Background: an optimization exercise with open tools, aiming at small area, a short achievable clock period and few clock cycles per item. Do not read the settings as production practice.
Function was not checked in any run shown here: the RTL went through the layout flow alone.

## flow/design.v (module list and top-level ports; edited modules follow where they fit)
// module hsl_to_rgb_converter: 1726 lines
// module hsl_fa: 4 lines
// module hsl_ha: 4 lines
module hsl_to_rgb_converter #(
    parameter int unsigned FRAC_BITS = hsl2rgb_pkg::FRAC_BITS_DEF
) (
    input  logic             i_clk,
    input  logic             i_rst_n,
    input  logic             i_pix_valid,
    output logic             i_pix_ready,
    input  logic [hsl2rgb_pkg::HUE_W-1:0] i_pix_hue,
    input  logic [hsl2rgb_pkg::SL_W-1:0]  i_pix_saturation,
    input  logic [hsl2rgb_pkg::SL_W-1:0]  i_pix_lightness,
    output logic             o_pix_valid,
    input  logic             o_pix_ready,
    output logic [hsl2rgb_pkg::CH_W-1:0]  o_pix_red,
    output logic [hsl2rgb_pkg::CH_W-1:0]  o_pix_green,
    output logic [hsl2rgb_pkg::CH_W-1:0]  o_pix_blue
);
  // ...
==> flow/run.sh <==
#!/bin/bash
# synth_recipe.tcl (not shown) runs the flow's synth.tcl, then flattens the netlist and writes it again
# the make line also repeats each setting of config.mk as NAME=value (left out here)
make -C /OpenROAD-flow-scripts/flow DESIGN_CONFIG=/design/flow/config.mk WORK_HOME=/design/flow/orfs CLKGATE_MAP_FILE= SYNTH_SCRIPT=/design/flow/synth_recipe.tcl finish
==> flow/config.mk <==
export PLATFORM = sky130hd
export DESIGN_NAME = hsl_to_rgb_converter
export DESIGN_NICKNAME = hsl_to_rgb_converter
export VERILOG_FILES = /design/flow/design.v
export SDC_FILE = /design/flow/constraint.sdc
export NUM_CORES = 4
export LEC_CHECK = 0
export CAP_MARGIN = 20
export CORE_MARGIN = 2
export CORE_UTILIZATION = 45
export PLACE_DENSITY = 0.6
export SETUP_SLACK_MARGIN = 2.0
export SLEW_MARGIN = 20
export SYNTH_HIERARCHICAL = 1
==> flow/constraint.sdc <==
create_clock -name core_clock -period 8.0 [get_ports {i_clk}]
set_input_delay 1.6000 -clock core_clock [delete_from_list [all_inputs] [get_ports {i_clk}]]
set_output_delay 1.6000 -clock core_clock [all_outputs]
set_load 0.01 [all_outputs]
==> results.yml, run 1 <==
finish:
  multi_input_area_share_pct: 63.18
  num-nonclk-buffers: 107
  layout.clock.cell_area_share_pct: 2.991
  final_cell_area_um2: 24930
  largest_class: "multi-input combinational cells"
  inverters_excl_clock: 99
drt:
  detail_route.vias_per_cell: 5.730
  count_of_tritonroute_iterations_in_the_first_routing_pass: 5
  post_drt_wl_per_cell_um: 21.46
  top_layer: "met4"
  drt_first_iter_violations: 1189
  route.detailed.drc: 0
setup_path:
  critical-path-top-delay-family: "adder cells"
  crit_chain: "clkdlybuf4s50_1 > nand2b_1 > nor2_1 > fa_1 > fa_1 > fa_1 > fa_1 > fa_1"
  cp_slowest_cell: "sky130_fd_sc_hd__clkdlybuf4s50_1"
min_path:
  hold_path_class: "flop to flop"
  hold_end: "r_v[3]"
synthesis:
  netlist_area_um2: 22640
placed_design:
  placed_cells: 2844
floorplanning:
  die_x_um: 228.3
  die_area_um2: 52120
  die-height_um: 228.3
timing:
  maxSlewHeadroom_pct: 32.15
grt:
  global_route.usage.met2_pct: 40.37
  global_route.peak_usage_layer: "met2"
  grt_first_pass_wirelength_mm: 98.81
run_status:
  run_status: "complete, no violations"
cts:
  tritoncts_num_sinks: 209
==> run 2: changes to the inputs <==
--- a/flow/config.mk
+++ b/flow/config.mk
@@ -9,6 +9,6 @@
 export CORE_MARGIN = 2
 export CORE_UTILIZATION = 45
 export PLACE_DENSITY = 0.6
-export SETUP_SLACK_MARGIN = 2.0
+export SETUP_SLACK_MARGIN = 3.0
 export SLEW_MARGIN = 20
 export SYNTH_HIERARCHICAL = 1
==> run 2 against run 1 <==
  * Still clean
  * Register-to-register slack better by 0.27 ns
  * Synthesized cell count stayed put
  * Cell area is 9.2% higher
  * Critical path type is now flop to flop
==> results.yml, run 2 <==
timing:
  maxSlewHeadroom_pct: 31.32
  report.final.setup_viol: 0
  finalWorstPathRequiredPeriod_ns: 5.441
  post-route-worst-setup-slack_ns: 2.559
  fin_setup_tns_ns: 0
  clock-skew-final_ns: 0.02958
  setup_repair_after_global_routing_missed_its_margin: "true"
  final-hold-violation-count: 0
  worst_pin_slew_ns: 1.025
  min_period_over_period_pct: 68.02
  report.final.slew_viol_count: 0
  worst_hold_slack_ns: 0.4642
  clock.fmax_mhz: 183.8
synthesis:
  synth_enable_flop_cells: 206
  cell_with_the_most_instances_after_synthesis: "sky130_fd_sc_hd__nor2_1"
  dominantRegCellSynth: "sky130_fd_sc_hd__edfxtp_1"
  share_of_synthesized_registers_carrying_an_async_set_or_reset_pct: 0
  synth_commonest_cells: "sky130_fd_sc_hd__nor2_1, sky130_fd_sc_hd__fa_1, sky130_fd_sc_hd__xnor2_1, sky130_fd_sc_hd__edfxtp_1, sky130_fd_sc_hd__ha_1"
  netlist_top_cells_area: "sky130_fd_sc_hd__edfxtp_1, sky130_fd_sc_hd__fa_1, sky130_fd_sc_hd__ha_1"
  synth-seq-cells: 209
  synth.mux.area_fraction_pct: 1.133
  yosys.area_share.xor_xnor_pct: 11.57
  synth_top_family_by_area: "adder cells"
  netlist_area_um2: 22640
  yosys_warnings: 7
  synth_top_area_share_pct: 27.33
  compound_gate_portion_of_the_synthesized_area_pct: 13.60
  synth_cells: 2182
  synth-simple-area-share_pct: 12.21
  synth.yosys.seq_area_share_pct: 27.59
  synthDominantAreaCellType: "sky130_fd_sc_hd__edfxtp_1"
  synth_cell_types: 88
  fraction_of_the_mapped_netlist_area_in_adder_cells_pct: 29.99
  avgSynthCellArea_um2: 10.37
grt:
  maximum_number_of_pins_on_one_net_before_global_route_repair: 68
  number_of_global_route_vias_before_repair: 18148
  globalRouteTotalUtil_pct: 25.54
  grt_first_pass_wirelength_mm: 104.0
  globalRouteOverflowTotal: 0
  number_of_antenna_violations_at_the_first_check_in_global_routing: 8
cts:
  cts_root_buffer: "sky130_fd_sc_hd__clkbuf_16"
  tritoncts_num_sinks: 209
  cts_max_level: 1
  clk_path_buf_depth: 3
  cts_tree: "done"
  clock_pin_slew_worst_setup_and_hold_paths_ns: 0.06
  clkLatencyLatePin_ns: 0.57
  cts_buffers: 27
drt:
  met3_wirelength_mm: 3.767
  detail_route.vias_per_cell: 5.800
  ant_nets: 0
  count_of_tritonroute_iterations_in_the_first_routing_pass: 6
  wirelength_met1_mm: 28.48
  top_layer: "met4"
  wl_mm: 66.74
  route.detailed.drc: 0
  vias: 17365
  drt_first_iter_violations: 1312
  post_drt_wl_per_cell_um: 22.29
  wl_met2_mm: 31.63
setup_path:
  timing_worst_setup_path_type: "flop to flop"
  crit_chain: "ha_2 > fa_2 > a21o_1 > a21oi_2 > o211ai_1 > a41oi_2 > buf_6 > a211oi_4 > o2111a_1 > a21oi_2 > xor2_2 > inv_2 > mux2i_1 > a22oi_2 > xnor2_1 > fa_2 > fa_2 > fa_1 > fa_2"
  critical_path_peak_fanout: 5
  worstSetupStartpointType: "flop"
  worst_ep_required_time_ns: 8.31
  worstSetupEndpointType: "flop"
  cp_slowest_cell: "sky130_fd_sc_hd__fa_2"
  critPathMostFrequentCell: "sky130_fd_sc_hd__fa_2"
  slowest_delay_ns: 0.59
  worstPathArrival_ns: 5.75
finish:
  drive_gt1_share_pct: 20.38
  finish.cell_count_without_fillers: 2994
  design.final.nets: 2752
  post-route-util_pct: 54.58
  fillers: 4398
  most_common_cell_after_layout_fill_and_taps_aside: "sky130_fd_sc_hd__nor2_1"
  final_cell_area_um2: 27210
  mostFrequentLayoutCells: "sky130_fd_sc_hd__nor2_1, sky130_fd_sc_hd__edfxtp_1, sky130_fd_sc_hd__xnor2_1, sky130_fd_sc_hd__fa_1, sky130_fd_sc_hd__ha_1"
  area_growth_syn_to_layout_pct: 20.21
placed_design:
  place_ws_ns: 1.755
  buffer_ports.inserted: 67
  placed_cells: 2844
  gpl.final_weighted_congestion: 0.8837
  dp_hpwl_mm: 49.31
  placedInstanceArea_um2: 24080
floorplanning:
  die_x_um: 228.3
  std_cell_rows: 82
  die_area_um2: 52120
  io-pin-count: 68
  initial_utilization_pct: 45.40
  die-height_um: 228.3
  core_um2: 49860
run_status:
  run_status: "complete, no violations"
min_path:
  hold_path_class: "flop to flop"
job:
  max_cap_violations: 0
## run 2: path summary, 6_finish.rpt
| path | start | end | slack (ns) | depth (start not counted) |
|---|---|---|---|---|
| hold / removal | r_v[2] | r_v[3] | 0.46 | 2 |
| setup reg to reg | r1_pc_313 | r2_hrs_763 | 2.56 | 19 |
| setup / recovery | r1_pc_313 | r2_hrs_763 | 2.56 | 19 |
| hold reg to reg | r_v[2] | r_v[3] | 0.46 | 2 |
## run 2: metal layers
metal,global-route usage [%],vias up
met2,42.98,665
li1,-,7883
met3,2.333,144
met4,10.11,0
met1,34.19,8673
met5,0,-
## run 2: worst max-delay path, delay by kind of cell, from the launching register on
| kind | cells | cell delay [ns] |
|---|---|---|
| mux | 1 | 0.21 |
| fa+ha+maj | 6 | 2.52 |
| xor+xnor | 2 | 0.39 |
| compound gates | 8 | 1.41 |
| flops | 1 | 0.39 |
| buf+inv | 2 | 0.27 |
## run 2: layout make-up
class | count | area, um2 | area share [%]
Antenna cell | 1 | 2.502 | 0.009195
Clock buffer | 32 | 694.4 | 2.552
Clock inverter | 15 | 162.7 | 0.5977
Inverter | 99 | 377.9 | 1.389
Multi-Input combinational cell | 1763 | 17110 | 62.87
Sequential cell | 209 | 6246 | 22.95
Tap cell | 672 | 840.8 | 3.090
Timing Repair Buffer | 202 | 1772 | 6.510
Timing Repair inverter | 1 | 7.507 | 0.02759
## run 2: timing repair
action	in CTS	in global routing
hold endpoints to repair	0	0
pin swaps	144	63
endpoints found under the setup margin	91	84
hold buffers	0	0
cloned	2	0
setup buffers	78	22
resized for setup	236	102
## run 2: kinds of logic (layout without fill, tap and decap cells)
| family | after synthesis | count (layout) |
|---|---|---|
| buffers and inverters | 215 | 349 |
| adder cells (fa/ha/maj) | 410 | 410 |
| multiplexers | 25 | 25 |
| AO/OA/AOI/OAI | 452 | 452 |
| AND/OR/NAND/NOR | 579 | 579 |
| XOR/XNOR | 291 | 291 |
| other | 1 | 7 |
| flip-flops | 209 | 209 |
## run 2: per-module statistics from Yosys, one instance, submodules excluded
| module | copies in the design | cells |
|---|---|---|
| hsl_to_rgb_converter | 1 | 1927 |
| hsl_fa | 219 | 1 |
| hsl_ha | 36 | 1 |

-- re-timing with driven ports --
How much do the figures lean on ideal ports? The routed layouts below were timed once more, with nothing changed but the port constraints. Step 1 sets driving cells, clkbuf_16 on the clock port and buf_2 on the other inputs (assumed; they add their load-dependent delay and slew). Step 2 moves the port delays by t, midway between the first and last clock arrival at a register: inputs arrive t later, outputs are due t later. That takes back most of the time a late clock gives input paths. a / b / c = ideal / step 1 / step 2; a / b = the first two.
| run | shift t [ns] | setup slack, ns | worst register clock-pin slew, ns |
|---|---|---|---|
| run 1 | 0.601 | 2.233 / 2.268 / 1.667 | 0.06 / 0.06 |
| run 2 | 0.609 | 2.559 / 2.559 / 2.487 | 0.06 / 0.06 |
After both steps setup and hold are still met in every run listed. For run 1, which loses most, drivers alone change the setup slack by +0.035 ns; drivers and shift together by -0.566 ns.
